From an optimization exercise on the open Yosys and OpenROAD flow, aimed at small area, a short achievable clock period and few clock cycles per item; shortcuts taken in it are not production practice. Function was checked by simulation only, so behaviour that the tests miss may differ from the original. No activity file was given, so power comes from the tool's default toggle rates.

[design/flow/config.mk]
export PLATFORM = sky130hd
export DESIGN_NAME = cc_game
export DESIGN_NICKNAME = cc_game
export VERILOG_FILES = /design/flow/design.v
export SDC_FILE = /design/flow/constraint.sdc
export NUM_CORES = 8
export LEC_CHECK = 0
export CAP_MARGIN = 20
export CORE_MARGIN = 2
export CORE_UTILIZATION = 25
export PLACE_DENSITY = 0.45
export SLEW_MARGIN = 20
[design/flow/constraint.sdc]
create_clock -name core_clock -period 12.0 [get_ports {clk}]
set_input_delay 2.4000 -clock core_clock [delete_from_list [all_inputs] [get_ports {clk}]]
set_output_delay 2.4000 -clock core_clock [all_outputs]
set_load 0.01 [all_outputs]
[design/flow/design.v]
package cc_game_pkg;
  localparam int BOARD_DIM = 6;
  localparam int CELLS = 36;
  localparam int N_ACTIONS = 10;
  localparam int N_STRIPE_LOADS = 4;
  localparam logic [2:0] EMPTY = 3'd0;
endpackage
import cc_game_pkg::*;
module cc_cell #(
  parameter bit HAS_U = 1, HAS_D = 1, HAS_L = 1, HAS_R = 1
) (
  input  logic [4:0] self, up, dn, lf, rt,
  input  logic [2:0] nx,
  input  logic       keep, keep_s, s_u, s_d, s_l, s_r, ld, set_s, stp,
  output logic [4:0] nv
);
  logic [4:0] from_u, from_d, from_l, from_r;
  logic [2:0] from_n;
  assign from_u = HAS_U ? ({5{s_u}} & up) : 5'd0;
  assign from_d = HAS_D ? ({5{s_d}} & dn) : 5'd0;
  assign from_l = HAS_L ? ({5{s_l}} & lf) : 5'd0;
  assign from_r = HAS_R ? ({5{s_r}} & rt) | {{3{ld}} & rt[4:2], 2'b00} : 5'd0;
  assign from_n = HAS_R ? 3'd0 : {3{ld}} & nx;
  assign nv     = {{3{keep}} & self[4:2], {2{keep_s}} & self[1:0]} |
                  from_u | from_d | from_l | from_r | {from_n, set_s, set_s && stp};
endmodule
import cc_game_pkg::*;
module cc_game (
  input  logic       clk,
  input  logic       rst_n,
  input  logic       in_valid_1,
  input  logic [2:0] in_color,
  input  logic [5:0] in_starting_pos,
  input  logic       in_stripe,
  input  logic       in_valid_2,
  input  logic [1:0] in_action,
  output logic       out_valid,
  output logic [6:0] out_score
);
  localparam int QD = 9;   
  logic       v1_q, stp_q;
  logic [2:0] col_q;
  always_ff @(posedge clk) begin
    v1_q  <= in_valid_1;
    col_q <= in_color;
    stp_q <= in_stripe;
  end
  logic [CELLS-1:0][2:0] b_c;    
  logic [CELLS-1:0]      b_se;   
  logic [CELLS-1:0]      b_st;   
  logic [5:0]            lrow, lcol;   
  logic                  busy, started, cl_q;   
  logic [2:0]            sp;     
  logic [QD-1:0][6:0]    q;      
  logic [3:0]            qn;     
  logic                  qnz;    
  logic [5:0]            hrow, hcol;   
  logic                  hv;           
  logic                  qp;     
  logic [6:0]            emp_q;  
  logic                  ov_q;
  logic [6:0]            os_q;
  assign out_valid = ov_q;
  assign out_score = os_q;
  logic [CELLS-1:0]   tm;
  logic               any_tm;
  logic [CELLS-1:0]   ne;
  logic [CELLS-1:0]   be;   
  logic [4:0]         cv [CELLS];
  always_comb begin
    for (int i = 0; i < CELLS; i++) begin
      ne[i] = |b_c[i];
      cv[i] = {b_c[i], b_se[i], b_st[i]};
    end
    for (int col = 0; col < 6; col++) begin
      be[30 + col] = !ne[30 + col];
      for (int r = 4; r >= 0; r--) be[r*6 + col] = be[(r+1)*6 + col] || !ne[r*6 + col];
    end
  end
  logic [CELLS-1:0] heq;   
  logic [CELLS-1:0] veq;   
  logic [CELLS-1:0] ht;    
  logic [CELLS-1:0] vt;    
  always_comb begin
    for (int i = 0; i < CELLS; i++) begin
      heq[i] = (i % 6 < 5) ? (b_c[i] == b_c[(i % 6 < 5) ? i + 1 : i]) : 1'b0;
      veq[i] = (i < 30) ? (b_c[i] == b_c[(i < 30) ? i + 6 : i]) : 1'b0;
    end
    for (int i = 0; i < CELLS; i++) begin
      ht[i] = (i % 6 < 4) ? (ne[i] && heq[i] && heq[(i % 6 < 4) ? i + 1 : i]) : 1'b0;
      vt[i] = (i < 24) ? (ne[i] && veq[i] && veq[(i < 24) ? i + 6 : i]) : 1'b0;
    end
    any_tm = 1'b0;
    for (int i = 0; i < CELLS; i++) begin
      tm[i] = ht[i] || vt[i];
      if (i % 6 >= 1) tm[i] = tm[i] || ht[i - 1];
      if (i % 6 >= 2) tm[i] = tm[i] || ht[i - 2];
      if (i >= 6)     tm[i] = tm[i] || vt[i - 6];
      if (i >= 12)    tm[i] = tm[i] || vt[i - 12];
      any_tm = any_tm || ht[i] || vt[i];
    end
  end
  logic holes, lany;
  always_comb begin
    holes = 1'b0;
    for (int i = 0; i < 30; i++) holes = holes || (ne[i] && !ne[i+6]);
    lany = (|lrow) || (|lcol);
  end
  logic       rise, acc, go, grav, mchk, done, ld, swe;
  logic [6:0] code;
  logic       push;
  assign rise = v1_q && !busy;
  assign ld   = v1_q;
  assign swe  = rise || (|sp);
  assign acc  = busy && !in_valid_1 && in_valid_2;
  assign code = {!in_action[1],
                 (in_action == 2'd0 && !in_valid_1) ? in_starting_pos[5:3] - 3'd1 : in_starting_pos[5:3],
                 (in_action == 2'd2 && !in_valid_1) ? in_starting_pos[2:0] - 3'd1 : in_starting_pos[2:0]};
  assign mchk = started && !holes && !lany;
  assign go   = qnz && !holes && !lany && !(started && any_tm);
  assign grav = started && holes && !lany;
  assign done = busy && started && !in_valid_2 && !qnz && !cl_q && !holes && !lany && !any_tm;
  logic [CELLS-1:0] dec, clr, eh, ev;
  logic [5:0]       nlrow, nlcol;
  always_comb begin
    for (int r = 0; r < 6; r++)
      for (int c = 0; c < 6; c++)
        dec[r*6+c] = hrow[r] && hcol[c];
    for (int r = 0; r < 6; r++)
      for (int c = 0; c < 6; c++) begin
        eh[r*6+c] = (c < 5) && !hv && dec[r*6+c] && ne[r*6+c] && ne[(c < 5) ? r*6+c+1 : 0];
        ev[r*6+c] = (r < 5) &&  hv && dec[r*6+c] && ne[r*6+c] && ne[(r < 5) ? r*6+c+6 : 0];
      end
    nlrow = '0;
    nlcol = '0;
    for (int r = 0; r < 6; r++)
      for (int c = 0; c < 6; c++) begin
        clr[r*6+c] = lrow[r] || lcol[c] || (tm[r*6+c] && mchk);
        if (clr[r*6+c] && b_se[r*6+c]) begin
          if (b_st[r*6+c]) nlcol[c] = 1'b1;
          else             nlrow[r] = 1'b1;
        end
      end
  end
  for (genvar r = 0; r < 6; r++) begin : g_row
    for (genvar c = 0; c < 6; c++) begin : g_col
      localparam int I  = r*6 + c;
      localparam int UP = (r > 0) ? I - 6 : I;
      localparam int DN = (r < 5) ? I + 6 : I;
      localparam int RT = (c < 5) ? I + 1 : I;
      localparam int LF = (c > 0) ? I - 1 : I;
      localparam int NX = (I < 35) ? I + 1 : I;
      logic       gb, p_u, p_d, p_l, p_r, s_u, s_d, s_l, s_r, keep, keep_s, set_s;
      logic [4:0] nv;
      assign gb     = grav && be[I];
      assign p_u    = (r > 0) && ev[UP];
      assign p_d    = (r < 5) && ev[I];
      assign p_r    = (c < 5) && eh[I];
      assign p_l    = (c > 0) && eh[LF];
      assign s_u    = gb || go && p_u;
      assign s_d    = go && p_d;
      assign s_r    = go && p_r;
      assign s_l    = go && p_l;
      assign keep   = !(clr[I] || gb || ld) && !(go && (p_u || p_d || p_l || p_r));
      assign set_s  = ld && swe && dec[I];
      assign keep_s = ld ? !(swe && (dec[I] || rise)) : keep;
      cc_cell #(.HAS_U(r > 0), .HAS_D(r < 5), .HAS_L(c > 0), .HAS_R(c < 5)) u_cell (
        .self (cv[I]), .up (cv[UP]), .dn (cv[DN]), .lf (cv[LF]), .rt (cv[RT]),
        .nx   ((I == 35) ? col_q : b_c[NX]),
        .keep (keep), .keep_s (keep_s), .s_u (s_u), .s_d (s_d), .s_l (s_l), .s_r (s_r),
        .ld   (ld), .set_s (set_s), .stp (stp_q),
        .nv   (nv)
      );
      always_ff @(posedge clk) begin
        b_c[I]  <= nv[4:2];
        b_se[I] <= nv[1];
        b_st[I] <= nv[0];
      end
    end
  end
  logic       pop;
  logic [6:0] nh0, nh1;
  logic [5:0] r0, c0, r1, c1;
  assign pop  = go;
  assign push = acc || in_valid_1;
  assign nh0  = (push && qn == 4'd0) ? code : qp ? q[1] : q[0];
  assign nh1  = (push && qn == 4'd1) ? code : qp ? q[2] : q[1];
  always_comb begin
    for (int k = 0; k < 6; k++) begin
      r0[k] = (nh0[5:3] == 3'(k));
      c0[k] = (nh0[2:0] == 3'(k));
      r1[k] = (nh1[5:3] == 3'(k));
      c1[k] = (nh1[2:0] == 3'(k));
    end
  end
  always_ff @(posedge clk) begin
    for (int i = 0; i < QD; i++) begin
      if (push && qn == 4'(i)) q[i] <= code;
      else if (qp)             q[i] <= (i < QD - 1) ? q[(i < QD - 1) ? i + 1 : i] : 7'd0;
    end
    hrow <= pop ? r1 : r0;
    hcol <= pop ? c1 : c0;
    hv   <= pop ? nh1[6] : nh0[6];
  end
  logic [2:0] ecol [6];
  logic [6:0] empties;
  always_comb begin
    for (int c = 0; c < 6; c++) begin
      ecol[c][0] = (!ne[c] && ne[6+c]) || (!ne[12+c] && ne[18+c]) || (!ne[24+c] && ne[30+c]);
      ecol[c][1] = (!ne[6+c] && ne[18+c]) || !ne[30+c];
      ecol[c][2] = !ne[18+c];
    end
    empties = 7'(ecol[0]) + 7'(ecol[1]) + 7'(ecol[2]) + 7'(ecol[3]) + 7'(ecol[4]) + 7'(ecol[5]);
  end
  always_ff @(posedge clk) begin
    if (rst_n) begin
      busy    <= 1'b0;
      started <= 1'b0;
      sp      <= '0;
      qn      <= '0;
      qnz     <= 1'b0;
      qp      <= 1'b0;
      lrow    <= '0;
      lcol    <= '0;
      cl_q    <= 1'b0;
    end else begin
      sp   <= {sp[1:0], rise};
      lrow <= nlrow;
      lcol <= nlcol;
      cl_q <= lany || holes || any_tm;
      qp   <= pop;
      if (rise) busy <= 1'b1;
      if (go && busy) started <= 1'b1;
      if (done) begin
        busy    <= 1'b0;
        started <= 1'b0;
      end
      qn  <= pop ? (acc ? qn : qn - 4'd1) : (acc ? qn + 4'd1 : qn);
      qnz <= pop ? (acc || qn > 4'd1) : (acc || qn != 4'd0);
    end
    emp_q <= empties;
    ov_q  <= done && !rst_n;
    os_q  <= (done && !rst_n) ? emp_q : 7'd0;
  end
endmodule
[design/flow/flow/run.sh]
#!/bin/bash
set -uo pipefail
MARGIN=8.3
bash standard.sh synth > synth.log 2>&1 || { echo "synthesis failed"; exit 1; }
sed 's|"\${@:-finish}"|SETUP_SLACK_MARGIN='"$MARGIN"' "${@:-finish}"|' standard.sh > tight.sh
grep -q "SETUP_SLACK_MARGIN=$MARGIN" tight.sh || { echo "could not set the margin"; exit 1; }
bash tight.sh finish > layout.log 2>&1 || { echo "layout failed"; exit 1; }
[design/flow/standard.sh]
#!/bin/bash
# synth_recipe.tcl (not shown) runs the flow's synth.tcl, then flattens the netlist and writes it again
# the make line also repeats each setting of config.mk as NAME=value (left out here)
make -C /OpenROAD-flow-scripts/flow DESIGN_CONFIG=/design/flow/config.mk WORK_HOME=/design/flow/orfs CLKGATE_MAP_FILE= SYNTH_SCRIPT=/design/flow/synth_recipe.tcl "${@:-finish}"
==> results of run 1 <==
worst max-delay path by stage:
stage                          startpoint          endpoint  cells after the start
after floorplan              in_action[1]   hrow[1]$_DFF_P_                      8
after global placement    b_c[57]$_DFF_P_  b_st[23]$_DFF_P_                     11
after detailed placement  b_c[57]$_DFF_P_  b_st[34]$_DFF_P_                     11
after CTS                  b_c[3]$_DFF_P_  b_st[34]$_DFF_P_                     10
after global routing      b_c[63]$_DFF_P_  b_st[23]$_DFF_P_                     13
final                      b_c[3]$_DFF_P_  b_st[17]$_DFF_P_                     10
cells in the mapped netlist, drive strengths merged, types with 20 or more instances:
master   number
nor2        103
dfxtp       249
nand4        22
a31oi        51
nor4         29
a22oi       145
edfxtp       49
o211ai       32
a22o         45
xnor2        79
o22ai        34
clkbuf      154
o21ai       177
nand3       118
a221o        53
and3         38
a222oi       40
nor3        115
o2111ai      24
buf          96
a21oi        43
or4          20
a21o         22
nand2       367
or3          39
inv          64
nand2b       41
xor2        107
cell families after synthesis:
logic type	after synthesis	share of synthesized area, %
muxes	26	1.33
adders and majority gates	22	1.72
DFF	298	30.3
buffers and inverters	318	6.24
AOI/OAI and AO/OA	867	30.5
xor gates and xnor gates	186	7.65
other	1	0.0176
and+or+nand+nor	968	22.2
critical path, stage by stage, from the launching register on:
cell and delay, ps:
dfxtp_1 410, or3_4 500, mux2i_1 350, and4_1 330, nand2_4 210, nor2_4 250, nand3_2 210, buf_8 310
o31a_1 410, or2_0 250, a221o_1 300
layer usage:
metal	up-vias	GRT usage [%]	routed length [microns]
li1	10200	-	-
met1	12200	36.1	49800
met2	1790	41.8	53400
met3	441	6.21	13800
met4	0	17.3	9070
met5	-	0	0
cells in the final DEF, fill, tap and decap left out, drive strengths merged, types with 15 or more instances in the layout:
cell     count
a211o       19
a211oi      19
a21o        22
a21oi       43
a221o       53
a222oi      40
a22o        45
a22oi      145
a31o        19
a31oi       51
a32o        17
a32oi       16
and2        15
and3        39
buf        160
clkbuf      60
dfxtp      249
edfxtp      49
inv         66
mux2        18
nand2      368
nand2b      41
nand3      118
nand4       22
nor2       104
nor2b       16
nor3       115
nor4        29
o2111ai     24
o211ai      32
o21ai      177
o22ai       34
or3         39
or4         20
xnor2       79
xor2       107
power breakdown:
group / total [mW] / leakage (nW) / internal, mW / switching, mW
clock: 1.25 / 0.646 / 0.710 / 0.539
combinational: 2.13 / 6.51 / 0.782 / 1.35
sequential: 1.47 / 2.51 / 1.14 / 0.322
total: 4.84 / 9.67 / 2.64 / 2.21
area by class of cell:
class / count / area (sq um) / share of cell area [%]
Multi-Input combinational cell: 2074 / 14500 / 56.0
Sequential cell: 298 / 6650 / 25.6
Timing Repair Buffer: 186 / 1730 / 6.66
Tap cell: 1144 / 1430 / 5.51
Clock buffer: 56 / 1130 / 4.35
Inverter: 68 / 270 / 1.04
Clock inverter: 16 / 216 / 0.833
state kept, by name (all words and copies together) (netlist names), 3 cells and up:
register  count
emp_q         6
qn            4
os_q          6
q            63
b_st         36
col_q         3
hcol          6
sp            3
hrow          6
b_se         36
b_c         108
lcol          6
lrow          6
what timing repair did:
| action | CTS | global route |
|---|---|---|
| pin swaps | 21 | 20 |
| endpoints found under the hold margin | 0 | 0 |
| hold buffers | 0 | 0 |
| resized for setup | 249 | 105 |
| setup buffers | 39 | 49 |
| cloned | 7 | 2 |
| setup endpoints to repair | 336 | 203 |
stage by stage:
stage | hold slack [ps] | std cells | power [mW] | area, sq um | setup WS [ps]
after detailed placement | 446 | 3673 | 3.21 | 22500 | 6300
after global placement | 439 | 3673 | 3.20 | 22500 | 6350
after CTS | 460 | 3791 | 4.63 | 25100 | 8210
after floorplan | 437 | 2686 | 2.43 | 21400 | 8220
final | 458 | 3842 | 4.84 | 26000 | 8260
after global routing | 476 | 3842 | 5.00 | 26000 | 8230
==> results.json, run 1 <==
{
  "status": "complete, no violations",
  "dr_total_vias": 24600,
  "drt-vias-per-instance": 6.41,
  "drc": 0,
  "worstSetupPathType": "flop to flop",
  "htreeDepth": 2,
  "worstHoldStart": "emp_q[3]$_DFF_P_",
  "clk-insertion-delay-late_ps": 620,
  "routed_wl_mm": 126,
  "power_density_mw_per_mm2": 186,
  "die_y_microns": 296,
  "cts_buffers": 40,
  "areaGrowthSynthToFinish_pct": 22.0,
  "drive_gt1_share_pct": 19.9,
  "synth_fp_nets": 2724,
  "reg2reg_depth": 10,
  "cp.arrival_ps": 4220,
  "ant_nets": 0,
  "synth.area.top_cells": "dfxtp_1 (23%), edfxtp_1 (6.9%), nand2_1 (6.5%)",
  "hold_depth": 1,
  "grt_pass1_wl_mm": 177,
  "dieArea_sq_mm": 0.0875,
  "clock-skew-final_ps": 39.4,
  "hold_viol_final": 0,
  "tightest_slew_ps": 1090,
  "place.gp.congestion": 1.01,
  "clkSinkCount": 298,
  "ys_types": 95,
  "synth_ff_type": "dfxtp_1",
  "grt_pass1_vias": 23700,
  "portBuffers": 22,
  "rows": 107,
  "regToRegEndpoint": "b_st[17]$_DFF_P_",
  "wl_per_cell_microns": 32.8,
  "start_util_pct": 25.1,
  "cp-end-kind": "flop",
  "ir_drop_v": 0.000126,
  "n_antenna_cell": 0,
  "cts_max_path_buffers": 3,
  "synth.largest_area_cell": "dfxtp_1",
  "core_sq_mm": 0.0847,
  "cellLeakagePower_nw": 9.67,
  "io_pins": 24,
  "hpwlAfterDp_mm": 86.0,
  "clockRootBuffer": "clkbuf_16",
  "rr_startpoint": "b_c[3]$_DFF_P_",
  "max-slew-margin-rel_pct": 27.5,
  "syn_inst": 2686,
  "fillers": 9030,
  "hold_end": "os_q[3]$_SDFF_PN0_",
  "synthArstFlopShare_pct": 0,
  "synth_edf_count": 49,
  "r2r_slack_ps": 8260,
  "cts_tree": "built",
  "cts.clk_slew.worst_paths_ps": 60,
  "crit_fanout": 33,
  "syn_avg_cell_area_sq_um": 7.92,
  "period_share_pct": 31.1,
  "slew_violations": 0,
  "synth_seq_cells": 298,
  "gr-total-overflow": 0,
  "nets": 2706,
  "grt_setup_unrepaired": "yes",
  "yosysTopAreaCellShare_pct": 23.4,
  "cap_viol_max_count": 0,
  "die_w_microns": 296,
  "crit_required_ps": 12480,
  "utilization_pct": 30.6,
  "grt_max_degree": 58,
  "ys_seq_area_share_pct": 30.3,
  "period_needed_ps": 3740,
  "startpoint_type": "flop",
  "grtUsageTotal_pct": 27.9,
  "drt_iter0_drc": 3803,
  "max_freq_mhz": 268,
  "syn_area_sq_mm": 0.0213,
  "finalSetupViolations": 0,
  "hold_path_class": "flop to flop",
  "yosysWarnings": 5,
  "tns_ps": 0,
  "first_pass_iters": 7,
  "antenna_found_initial": 1
}
Testbench counts, summed over its fixed seeds: cycles 65,915, games 1,200.
==> run 2, diff against run 1 <==
==> design/flow/flow/run.sh (replaced) <==
#!/bin/bash
set -uo pipefail
MARGIN=8.1
bash standard.sh synth > synth.log 2>&1 || { echo "synthesis failed"; exit 1; }
sed 's|"\${@:-finish}"|SETUP_SLACK_MARGIN='"$MARGIN"' "${@:-finish}"|' standard.sh > tight.sh
grep -q "SETUP_SLACK_MARGIN=$MARGIN" tight.sh || { echo "could not set the margin"; exit 1; }
bash tight.sh finish > layout.log 2>&1 || { echo "layout failed"; exit 1; }
==> run 2 against run 1 <==
Compared with the run above: routed wire length decreased by 4.0%; sequential power about the same; maximum frequency decreased by 5.0%; count of clock-buffer cells in the layout decreased by 2; register-to-register slack got worse by 200 ps; combinational power decreased by 6%; via count decreased by 1.5%; highest routed layer is now met5; clock skew about the same; global-route usage decreased by 1.3 points; worst setup slack got worse by 200 ps; synthesized cell count unchanged.
==> results.json, run 2 <==
{
  "synth_top_family_by_area": "compound AO/OA/AOI/OAI gates",
  "nets": 2653,
  "cap_viol_max_count": 0,
  "drt-vias-per-instance": 6.40,
  "syn_avg_cell_area_sq_um": 7.92,
  "gr-total-overflow": 0,
  "hold_path_class": "flop to flop",
  "cts.clk_slew.worst_paths_ps": 60,
  "io_pins": 24,
  "synth_seq_cells": 298,
  "htreeDepth": 2,
  "fillers": 9084,
  "multi_input_comb_area_sq_mm": 0.0144,
  "grt_max_degree": 64,
  "die_y_microns": 296,
  "synthArstFlopShare_pct": 0,
  "synth_mux_area_share_pct": 1.33,
  "start_util_pct": 25.1,
  "finalSetupViolations": 0,
  "first_pass_iters": 9,
  "critPathLaunch": "b_c[67]$_DFF_P_",
  "max_stage_delay_ps": 670,
  "utilization_pct": 29.8,
  "largest_reg_flops": 108,
  "grt_setup_unrepaired": "yes",
  "status": "complete, no violations",
  "worstSetupPathType": "flop to flop",
  "crit_fanout": 16,
  "slew_violations": 0,
  "hold_viol_final": 0,
  "hpwlAfterDp_mm": 81.9,
  "tns_ps": 0,
  "regMostFlops": "b_c",
  "core_sq_mm": 0.0847,
  "grt_pass1_wl_mm": 170,
  "cts_tree": "built",
  "top_regs": "b_c x108, q x63",
  "clkSinkCount": 298,
  "cp.arrival_ps": 4430,
  "antenna_found_initial": 5,
  "syn_area_sq_mm": 0.0213,
  "crit_required_ps": 12500,
  "dr_total_vias": 24200,
  "synth.top_cells.by_count": "nand2_1 (367), dfxtp_1 (249), o21ai_0 (169)",
  "total_power_mw": 4.70,
  "postLayoutCellArea_sq_mm": 0.0253,
  "drt_iter0_drc": 3585,
  "layout_common_cells": "nand2_1 (361), dfxtp_1 (187), o21ai_0 (152)",
  "synth_compound_area_share_pct": 30.5,
  "synth_xor_area_share_pct": 7.65,
  "ant_nets": 0,
  "seq_area_sq_mm": 0.00656,
  "die_w_microns": 296,
  "synth_ff_type": "dfxtp_1",
  "max-slew-margin-rel_pct": 19.1,
  "dpl_cell_area_sq_mm": 0.0224,
  "cp-end-kind": "flop",
  "grtUsageTotal_pct": 26.6,
  "grt_pass1_vias": 23100,
  "synthAdderAreaFrac_pct": 1.72,
  "synth.area.top_cells": "dfxtp_1 (23%), edfxtp_1 (6.9%), nand2_1 (6.5%)",
  "clockRootBuffer": "clkbuf_16",
  "startpoint_type": "flop",
  "areaGrowthSynthToFinish_pct": 18.7,
  "synth.largest_area_cell": "dfxtp_1",
  "tightest_slew_ps": 1210,
  "cts_max_path_buffers": 3,
  "cp_slowest_cell": "o41a_4",
  "ir_drop_v": 0.000127,
  "yosys.cell_count.top_type": "nand2_1",
  "syn_inst": 2686,
  "synth_edf_count": 49,
  "routed_wl_mm": 121,
  "drive_gt1_share_pct": 16.5,
  "period_share_pct": 32.8,
  "clk-insertion-delay-late_ps": 620,
  "cp_cell_sequence": "buf_4, or3_4, inv_4, nor4_2, nand2_1, o2111ai_2, or4_4, o41a_4, buf_4, nor2_4, nand2_1, and3b_1",
  "power_density_mw_per_mm2": 186,
  "synth_fp_nets": 2724,
  "rr_startpoint": "b_c[67]$_DFF_P_",
  "cellLeakagePower_nw": 9.30,
  "worstHoldStart": "emp_q[1]$_DFF_P_",
  "clock-skew-final_ps": 39.6,
  "max_freq_mhz": 254,
  "yosysTopAreaCellShare_pct": 23.4,
  "ys_types": 95,
  "portBuffers": 22,
  "mostFrequentLayoutCell": "nand2_1",
  "wl_per_cell_microns": 31.9,
  "rows": 107,
  "dieArea_sq_mm": 0.0875,
  "cts_buffers": 38,
  "ys_seq_area_share_pct": 30.3,
  "synth_simple_gate_area_share_pct": 22.2,
  "period_needed_ps": 3930,
  "drc": 0,
  "place.gp.congestion": 1.04,
  "yosysWarnings": 5
}
-- run 2: layout make-up --
| type | count | share of cell area [%] |
|---|---|---|
| diodes | 1 | 0.00990 |
| clock buffers | 54 | 4.29 |
| clock inverters | 16 | 0.896 |
| inverters | 68 | 1.03 |
| multi-input cells | 2076 | 57.0 |
| flip-flops and latches | 298 | 26.0 |
| well taps | 1144 | 5.67 |
| repair buffers | 133 | 5.16 |
-- run 2: stage by stage --
stage	hold WS, ps	std cells	setup slack (ps)
floorplan	437	2686	8100
global placement	440	3665	6740
CTS	461	3767	8050
finish	459	3790	8070
global route	480	3789	8050
detailed placement	448	3667	6640
-- run 2: critical path: cells and delay by family, from the launching register on --
| family | cells | cell delay [ps] |
|---|---|---|
| compound gates | 2 | 850 |
| buf+inv | 3 | 530 |
| flops | 1 | 290 |
| simple gates | 7 | 2130 |
-- run 2: kinds of logic after synthesis --
group           after synthesis
flops                       298
buf+inv                     318
compound gates              867
xor+xnor                    186
other cells                   1
mux                          26
fa+ha+maj                    22
simple gates                968
-- run 2: worst paths after layout --
path	end	slack, ps	cells past startpoint
worst max-delay path	hrow[1]$_DFF_P_	8070	12
worst min-delay path	os_q[1]$_SDFF_PN0_	460	1
worst min register to register	os_q[1]$_SDFF_PN0_	460	1
worst max register to register	hrow[1]$_DFF_P_	8070	12
-- run 2: routing by layer --
| layer | track usage, % | part of all wire, % |
|---|---|---|
| met5 | 0 | 0.025 |
| met4 | 18.2 | 7.9 |
| met3 | 5.10 | 11 |
| met2 | 40.0 | 42 |
| met1 | 34.3 | 39 |
-- run 2: what timing repair did --
action	in CTS	in global routing
setup buffers	22	18
gates cloned	8	3
setup endpoints to repair	283	237
gates resized for setup	148	121
pin swaps	14	14
hold buffers	0	0
-- run 2: report_power, final --
| group | leakage (nW) | internal (mW) | switching [mW] | total, mW |
|---|---|---|---|---|
| clock | 0.643 | 0.706 | 0.522 | 1.23 |
| combinational | 6.16 | 0.715 | 1.28 | 2.00 |
| sequential | 2.51 | 1.14 | 0.333 | 1.47 |
| total | 9.30 | 2.56 | 2.14 | 4.70 |
==> run 3, diff against run 2 <==
--- a/design/flow/design.v
+++ b/design/flow/design.v
@@ -49,7 +49,7 @@
   logic [CELLS-1:0]      b_se;   
   logic [CELLS-1:0]      b_st;   
   logic [5:0]            lrow, lcol;   
-  logic                  busy, started, cl_q;   
+  logic                  busy, started;
   logic [2:0]            sp;     
   logic [QD-1:0][6:0]    q;      
   logic [3:0]            qn;     
@@ -59,9 +59,8 @@
   logic                  qp;     
   logic [6:0]            emp_q;  
   logic                  ov_q;
-  logic [6:0]            os_q;
   assign out_valid = ov_q;
-  assign out_score = os_q;
+  assign out_score = {7{ov_q}} & emp_q;
   logic [CELLS-1:0]   tm;
   logic               any_tm;
   logic [CELLS-1:0]   ne;
@@ -119,7 +118,7 @@
   assign mchk = started && !holes && !lany;
   assign go   = qnz && !holes && !lany && !(started && any_tm);
   assign grav = started && holes && !lany;
-  assign done = busy && started && !in_valid_2 && !qnz && !cl_q && !holes && !lany && !any_tm;
+  assign done = busy && started && !in_valid_2 && !qnz && !holes && !lany && !any_tm;
   logic [CELLS-1:0] dec, clr, eh, ev;
   logic [5:0]       nlrow, nlcol;
   always_comb begin
@@ -222,12 +221,10 @@
       qp      <= 1'b0;
       lrow    <= '0;
       lcol    <= '0;
-      cl_q    <= 1'b0;
     end else begin
       sp   <= {sp[1:0], rise};
       lrow <= nlrow;
       lcol <= nlcol;
-      cl_q <= lany || holes || any_tm;
       qp   <= pop;
       if (rise) busy <= 1'b1;
       if (go && busy) started <= 1'b1;
@@ -240,6 +237,5 @@
     end
     emp_q <= empties;
     ov_q  <= done && !rst_n;
-    os_q  <= (done && !rst_n) ? emp_q : 7'd0;
   end
 endmodule
==> run 3 against run 2 <==
Compared with the run above: highest routed layer is now met4; clock power is 8% lower; clock skew fell by 16 ps; final cell count increased by 2.5%; critical endpoint is now b_st[33]$_DFF_P_; largest power group unchanged.
==> results.json, run 3 <==
{
  "synthArstFlopShare_pct": 0,
  "wl_per_cell_microns": 31.2,
  "p_sw_mw": 2.21,
  "power_density_mw_per_mm2": 187,
  "synth_seq_cells": 291,
  "gr-total-overflow": 0,
  "fillers": 9456,
  "tightest_slew_ps": 1120,
  "regMostFlops": "b_c",
  "crit_required_ps": 12470,
  "first_pass_iters": 9,
  "period_share_pct": 32.8,
  "htreeDepth": 2,
  "synth_fp_nets": 2868,
  "max_freq_mhz": 254,
  "mostFrequentLayoutCell": "nand2_1",
  "worstSetupPathType": "flop to flop",
  "dr_total_vias": 24900,
  "multi_input_comb_area_sq_mm": 0.0148,
  "ys_types": 92,
  "yosysWarnings": 5,
  "ant_nets": 0,
  "clockRootBuffer": "clkbuf_16",
  "drt-vias-per-instance": 6.40,
  "nets": 2738,
  "synth.largest_area_cell": "dfxtp_1",
  "start_util_pct": 25.3,
  "startpoint_type": "flop",
  "drive_gt1_share_pct": 15.0,
  "cts.clk_slew.worst_paths_ps": 60,
  "postLayoutCellArea_sq_mm": 0.0253,
  "yosys.cell_count.top_type": "nand2_1",
  "antenna_found_initial": 3,
  "synth_edf_count": 49,
  "cts_max_path_buffers": 3,
  "rows": 108,
  "io_pins": 24,
  "dieArea_sq_mm": 0.0905,
  "p_int_mw": 2.52,
  "synth_ff_type": "dfxtp_1",
  "die_w_microns": 301,
  "grt_max_degree": 68,
  "finalSetupViolations": 0,
  "syn_avg_cell_area_sq_um": 7.78,
  "clock-skew-final_ps": 23.8,
  "largest_reg_flops": 108,
  "synth.area.top_cells": "dfxtp_1 (22%), edfxtp_1 (6.7%), a22oi_1 (5.5%)",
  "stdcell_count": 3886,
  "total_power_mw": 4.73,
  "drc": 0,
  "seq_area_sq_mm": 0.00642,
  "grt_setup_unrepaired": "yes",
  "portBuffers": 22,
  "drt_iter0_drc": 3827,
  "areaGrowthSynthToFinish_pct": 15.1,
  "power_frac_clock_pct": 24.0,
  "cap_viol_max_count": 0,
  "dpl_cell_area_sq_mm": 0.0232,
  "ir_drop_v": 0.000170,
  "cp-end-kind": "flop",
  "seq_power_share_pct": 31.5,
  "routed_wl_mm": 121,
  "grt_pass1_vias": 23200,
  "cp.arrival_ps": 4410,
  "yosysTopAreaCellShare_pct": 22.0,
  "layout_common_cells": "nand2_1 (294), o21ai_0 (186), dfxtp_1 (172)",
  "syn_inst": 2830,
  "core_sq_mm": 0.0870,
  "synth.top_cells.by_count": "nand2_1 (299), dfxtp_1 (242), clkbuf_1 (206)",
  "utilization_pct": 29.1,
  "slew_violations": 0,
  "p_comb_share_pct": 44.6,
  "cellLeakagePower_nw": 8.77,
  "tns_ps": 0,
  "grtUsageTotal_pct": 25.7,
  "die_y_microns": 301,
  "grt_pass1_wl_mm": 172,
  "cts_buffers": 38,
  "ctsHoldBuffers": 0,
  "sw_frac_of_total_pct": 46.7,
  "cts_tree": "built",
  "hold_path_class": "flop to flop",
  "crit_fanout": 12,
  "ys_seq_area_share_pct": 28.7,
  "status": "complete, no violations",
  "top_regs": "b_c x108, q x63",
  "placed_cells": 3786,
  "max-slew-margin-rel_pct": 25.0,
  "hold_viol_final": 0,
  "place.gp.congestion": 1.02,
  "syn_area_sq_mm": 0.0220,
  "hpwlAfterDp_mm": 84.0,
  "period_needed_ps": 3940,
  "clk-insertion-delay-late_ps": 590,
  "clkSinkCount": 291
}
-- run 3: cell count changes after synthesis, sizes merged, moves of 35 or more --
cell    previous run  this run
nand2            367       300
xor2             107        41
clkbuf           154       208
xnor2             79       133
nor2             103       154
a21oi             43        81
a221o             53        88
-- run 3: per-layer routing --
metal | share of wire [%] | global-route usage, % | up-vias | wire [microns]
met3 | 11 | 5.83 | 401 | 13400
met4 | 6.1 | 13.6 | 0 | 7370
met1 | 40 | 34.3 | 12200 | 49000
met2 | 43 | 38.4 | 1738 | 51600
met5 | 0 | 0 | - | 0
li1 | - | - | 10500 | -
-- run 3: repair_timing --
| item | 4_1_cts | 5_1_grt |
|---|---|---|
| setup endpoints to repair | 297 | 174 |
| resized for setup | 155 | 70 |
| cloned | 2 | 2 |
| pin swaps | 13 | 11 |
| buffers inserted | 17 | 8 |
-- run 3: power by group through the flow --
stage	Sequential [mW]	Combinational (mW)	Clock, mW
6_report	1.49	2.11	1.13
3_3_place_gp	1.48	1.91	0
2_1_floorplan	1.21	1.37	0
3_5_place_dp	1.48	1.91	0
5_1_grt	1.50	2.25	1.18
4_1_cts	1.47	1.98	1.15
-- run 3: critical path: stages, from the launching register on --
cell and delay [ps]:
dfxtp_1 560, nor4_1 340, nand4_1 270, nor2_4 280
buf_4 260, nand4_1 400, buf_4 380, o31ai_1 610
a21oi_1 100, o311a_1 240, a221o_1 370
-- run 3: path summary, 6_finish.rpt --
path              depth (start not counted)  slack, ps          endpoint               start
hold / removal                            1        470  sp[2]$_SDFF_PP0_    sp[1]$_SDFF_PP0_
hold reg to reg                           1        470  sp[2]$_SDFF_PP0_    sp[1]$_SDFF_PP0_
setup / recovery                         10       8060  b_st[33]$_DFF_P_  lcol[5]$_SDFF_PP0_
setup reg to reg                         10       8060  b_st[33]$_DFF_P_  lcol[5]$_SDFF_PP0_
-- run 3: kinds of logic (layout without fill, tap and decap cells) --
group,Yosys count,after routing,share of synthesized area (%)
AO/OA/AOI/OAI,982,982,33.2
XOR/XNOR,174,174,6.92
adder cells (fa/ha/maj),23,23,1.70
buffers and inverters,397,293,7.24
flip-flops,291,291,28.7
multiplexers,27,27,1.30
other,1,4,0.0170
AND/OR/NAND/NOR,935,937,20.9
-- run 3: through the flow --
stage,hold WS [ps],setup WS (ps)
finish,470,8060
global placement,457,6590
CTS,469,8100
detailed placement,462,6590
global route,479,8080
floorplan,440,8100
-- run 3: cell type report --
class | count | share of cell area (%)
Clock buffer | 53 | 4.13
Multi-Input combinational cell | 2144 | 58.3
Timing Repair Buffer | 137 | 4.70
Sequential cell | 291 | 25.3
Antenna cell | 3 | 0.0296
Inverter | 88 | 1.31
Clock inverter | 15 | 0.489
Tap cell | 1155 | 5.70
Testbench counts of run 3, summed over its fixed seeds: cycles 65,870, games 1,200.

[re-timing with driven ports]
The results above use ideal ports. As a check the final layouts listed here were re-extracted and re-timed, cells and wires unchanged.
Step 1 sets driving cells, clkbuf_16 on the clock port and buf_2 on the other inputs (assumed; they add their load-dependent delay and slew).
Step 2, shift: input delay + t, output delay - t, t = (earliest + latest rising clock arrival at the registers) / 2. This alone moves slack from input paths to output paths.
Slacks: ideal ports / drivers / drivers and shift; pairs: ideal ports / drivers.
run | shift t [ns] | setup WS [ns] | worst setup path after step 2
run 1 | 0.669 | 8.263 / 8.263 / 7.788 | input to register
run 2 | 0.665 | 8.066 / 8.066 / 7.556 | input to register
run 3 | 0.638 | 8.060 / 8.060 / 7.636 | input to register
After both steps setup and hold are still met in every run listed. For run 2, which loses most, drivers alone change the setup slack by 0.000 ns; drivers and shift together by -0.510 ns.
